Context: an optimization exercise on an open-source flow, tuned for small area. The choices shown serve that exercise and are no tape-out recipe. The RTL was checked by simulation tests, not by an equivalence proof against the original design. Power figures rest on the tool's default switching activity, not on a simulated workload.

==> flow/design.v (excerpt) <==
module yuv420_fb_reader #(
    parameter int unsigned WIDTH  = 640,
    parameter int unsigned HEIGHT = 480,
    parameter int unsigned Y_AW   = 16,
    parameter int unsigned C_AW   = 13
) (
    input  logic                MIPI_PIXEL_CLK,
    input  logic                RESET_N,
    input  logic                frame_start,
    output logic                busy,
    output logic                frame_done,
    output logic [Y_AW-1:0]     y_rdaddress,
    input  logic [yuv_fb_pkg::Y_WORD_W-1:0] y_q,
    output logic [C_AW-1:0]     u_rdaddress,
    input  logic [yuv_fb_pkg::C_WORD_W-1:0] u_q,
    output logic [C_AW-1:0]     v_rdaddress,
    input  logic [yuv_fb_pkg::C_WORD_W-1:0] v_q,
    output logic                pix_valid,
    input  logic                pix_ready,
    output logic [7:0]          pix_y,
    output logic [7:0]          pix_u,
    output logic [7:0]          pix_v,
    output logic                pix_sof,
    output logic                pix_eol
);
    localparam int unsigned YS = yuv_fb_pkg::Y_SAMPLES_PER_WORD;
    localparam int unsigned CS = yuv_fb_pkg::C_SAMPLES_PER_WORD;
    localparam int unsigned LINE_YW = WIDTH / YS;                  
    localparam int unsigned LW  = $clog2(LINE_YW);                 
    localparam int unsigned YOW = $clog2(YS);
  ...
Size: about 400 I/O pins, about 4800 sq um of cells after synthesis.
export LEC_CHECK = 0
export CAP_MARGIN = 20
export CORE_MARGIN = 2
export CORE_UTILIZATION = 40
export SLEW_MARGIN = 20
create_clock -name core_clock -period 5.0 [get_ports {MIPI_PIXEL_CLK}]
standard.sh (not shown) runs the stock make flow with config.mk's settings and CLKGATE_MAP_FILE= SYNTH_SCRIPT=/design/flow/synth_recipe.tcl, a recipe that flattens the netlist after the stock synthesis.
==> flow/flow/run.sh <==
#!/bin/bash
# Standard ORFS layout; the only change is that port buffering uses the
# smallest buffer cell (buf_1) instead of the one buffer_ports picks itself.
set -euo pipefail
bash standard.sh "BUFFER_PORTS_ARGS=-buffer_cell sky130_fd_sc_hd__buf_1" finish > standard_flow.log 2>&1
The starting point finished clean.
Then changed:
==> flow/run.sh (new file) <==
#!/bin/bash
# synth_recipe.tcl (not shown) runs the flow's synth.tcl, then flattens the netlist and writes it again
# the make line also repeats each setting of config.mk as NAME=value (left out here)
make -C /OpenROAD-flow-scripts/flow DESIGN_CONFIG=/design/flow/config.mk WORK_HOME=/design/flow/orfs CLKGATE_MAP_FILE= SYNTH_SCRIPT=/design/flow/synth_recipe.tcl finish
removed: flow/flow/run.sh
removed: flow/standard.sh
=>
- setup slack gets worse by 0.29 ns
- via count is higher by 3.5%
- clock power is lower by 14%
- cell count rose by 3.3%
- wire length rose by 8.2%
- sequential cell count does not change
- synthesized cell count is unchanged

========
yuv420_fb_reader, a different RTL version from the one above (not shown whole).
For scale: ~450 cells after synthesis, roughly 41 flip-flops, ~400 I/O pins, about 0.0038 mm^2 of cells after synthesis.
Settings: LEC_CHECK=0, CAP_MARGIN=0, CORE_AREA=2.5 2.5 167.5 53.5, CTS_BUF_LIST=sky130_fd_sc_hd__clkbuf_4 sky130_fd_sc_hd__clkbuf_8, CTS_CLUSTER_DIAMETER=200, CTS_CLUSTER_SIZE=30, DIE_AREA=0 0 170 56, SLEW_MARGIN=0; clock period 5.0 ns.
==> flow/flow/run.sh <==
#!/bin/bash
# ORFS layout with two changes:
#  - synthesis maps logic with an area-oriented ABC script (flow/abc_area.script)
#    in place of ORFS's speed script; everything else in synthesis, including
#    the standard flow's synthesis wrapper (flatten, renames) and the flip-flop mapping,
#    is unchanged;
#  - port buffering uses the smallest buffer cell (buf_1).
# Each step's full output is in orfs/logs/; the make output is in synth.log and
# layout.log here.
set -euo pipefail
rm -rf scripts_area
cp -r "$FLOW_HOME/scripts" scripts_area
cp flow/abc_area.script scripts_area/abc_speed.script
bash standard.sh "SCRIPTS_DIR=$PWD/scripts_area" synth > synth.log 2>&1
bash standard.sh \
  "BUFFER_PORTS_ARGS=-buffer_cell sky130_fd_sc_hd__buf_1" \
  finish > layout.log 2>&1
==> flow/flow/abc_area.script <==
strash
&get -n
&st
&dch
&nf -R 1000
&put
The starting point completed without violations.
Then changed:
--- a/flow/flow/run.sh
+++ b/flow/flow/run.sh
@@ -2 +2 @@
-# ORFS layout with two changes:
+# ORFS layout with these changes:
@@ -7 +7,2 @@
-#  - port buffering uses the smallest buffer cell (buf_1).
+#  - port buffering uses the smallest buffer cell (buf_1);
+#  - clock tree synthesis uses small clock buffers and no dummy load cells.
@@ -16,0 +18 @@
+  "CTS_ARGS=-sink_clustering_enable -repair_clock_nets -dont_use_dummy_load -buf_list {sky130_fd_sc_hd__clkbuf_4 sky130_fd_sc_hd__clkbuf_8}" \
==> flow/flow/abc_area.script (replaced) <==
strash
&get -n
&st
&dch
&nf -R 1000
&put
strash
&get -n
&st
&dch
&nf -R 1000
&put
- CAP_MARGIN: 0 -> 10
- CORE_AREA: 2.5 2.5 167.5 53.5 -> 2.5 2.5 137.5 89.5
- CTS_BUF_LIST: sky130_fd_sc_hd__clkbuf_4 sky130_fd_sc_hd__clkbuf_8 -> unset
- CTS_CLUSTER_DIAMETER: 200 -> unset
- CTS_CLUSTER_SIZE: 30 -> unset
- DIE_AREA: 0 0 170 56 -> 0 0 140 92
- SLEW_MARGIN: 0 -> 10
The changed run completed without violations.
Global-route usage came out lower by 13 points.
Power came out lower by 4.0%.
Synthesized cell count came out lower by 0.67%.
Then changed:
--- a/flow/flow/run.sh
+++ b/flow/flow/run.sh
@@ -2 +2 @@
-# ORFS layout with these changes:
+# ORFS layout with two changes:
@@ -7,2 +7 @@
-#  - port buffering uses the smallest buffer cell (buf_1);
-#  - clock tree synthesis uses small clock buffers and no dummy load cells.
+#  - port buffering uses the smallest buffer cell (buf_1).
@@ -18 +16,0 @@
-  "CTS_ARGS=-sink_clustering_enable -repair_clock_nets -dont_use_dummy_load -buf_list {sky130_fd_sc_hd__clkbuf_4 sky130_fd_sc_hd__clkbuf_8}" \
==> flow/flow/abc_area.script (replaced) <==
strash
&get -n
&st
&dch
&nf -R 1000
&put
- CAP_MARGIN: 10 -> 20
- SLEW_MARGIN: 10 -> 20
After rerunning: Flip-flop and latch count is unchanged. Cell count stays flat. Power rises by about a fifth. Count of clock-buffer cells in the layout rises by 1. Core utilization rises by 0.41 points. Cell area rises slightly. Combinational power barely changes. Clock power rises by well over a third. Die area is unchanged. Setup slack improves by 77 ps.
Then changed:
- CTS_BUF_LIST: unset -> sky130_fd_sc_hd__clkbuf_4 sky130_fd_sc_hd__clkbuf_8
- CTS_CLUSTER_DIAMETER: unset -> 200
- CTS_CLUSTER_SIZE: unset -> 30
Outcome: The changed run completed with no timing, DRC or antenna violations; cell area is lower by 0.97%; maximum frequency is about the same; total power shrinks by 11%; clock power decreases by 29%.

==> what the ideal ports hide <==
The results above use ideal ports. As a check the final layouts listed here were re-extracted and re-timed, cells and wires unchanged.
Step 1: set_driving_cell puts a clkbuf_16 on MIPI_PIXEL_CLK and a buf_2 on each other input, an assumption about the parent block.
Step 2, shift: input delay + t, output delay - t, t = (earliest + latest rising clock arrival at the registers) / 2. This alone moves slack from input paths to output paths.
Slacks: ideal ports / drivers / drivers and shift; pairs: ideal ports / drivers.
run	t (ns)	slack for setup (ns)	hold WS [ns]	latest minus earliest clock arrival (ns)	worst register clock-pin slew, ns
the first run of note 1	0.321	0.368 / 0.289 / 0.289	0.506 / 0.506 / 0.506	0.010 / 0.010	0.07 / 0.07
the second run of note 1	0.323	0.075 / 0.037 / 0.037	0.540 / 0.540 / 0.540	0.005 / 0.005	0.07 / 0.07
the first run of note 2	0.340	0.471 / 0.430 / 0.430	0.456 / 0.456 / 0.456	0.007 / 0.006	0.09 / 0.09
the second run of note 2	0.328	0.389 / 0.351 / 0.351	0.473 / 0.473 / 0.473	0.019 / 0.019	0.09 / 0.09
the third run of note 2	0.311	0.466 / 0.430 / 0.430	0.458 / 0.458 / 0.458	0.004 / 0.004	0.06 / 0.06
the fourth run of note 2	0.321	0.463 / 0.426 / 0.426	0.461 / 0.461 / 0.461	0.008 / 0.008	0.08 / 0.08
After both steps setup and hold are still met in every run listed. The setup slack of the first run of note 1, which loses most, moves by -0.079 ns with the drivers and by -0.079 ns with both steps.
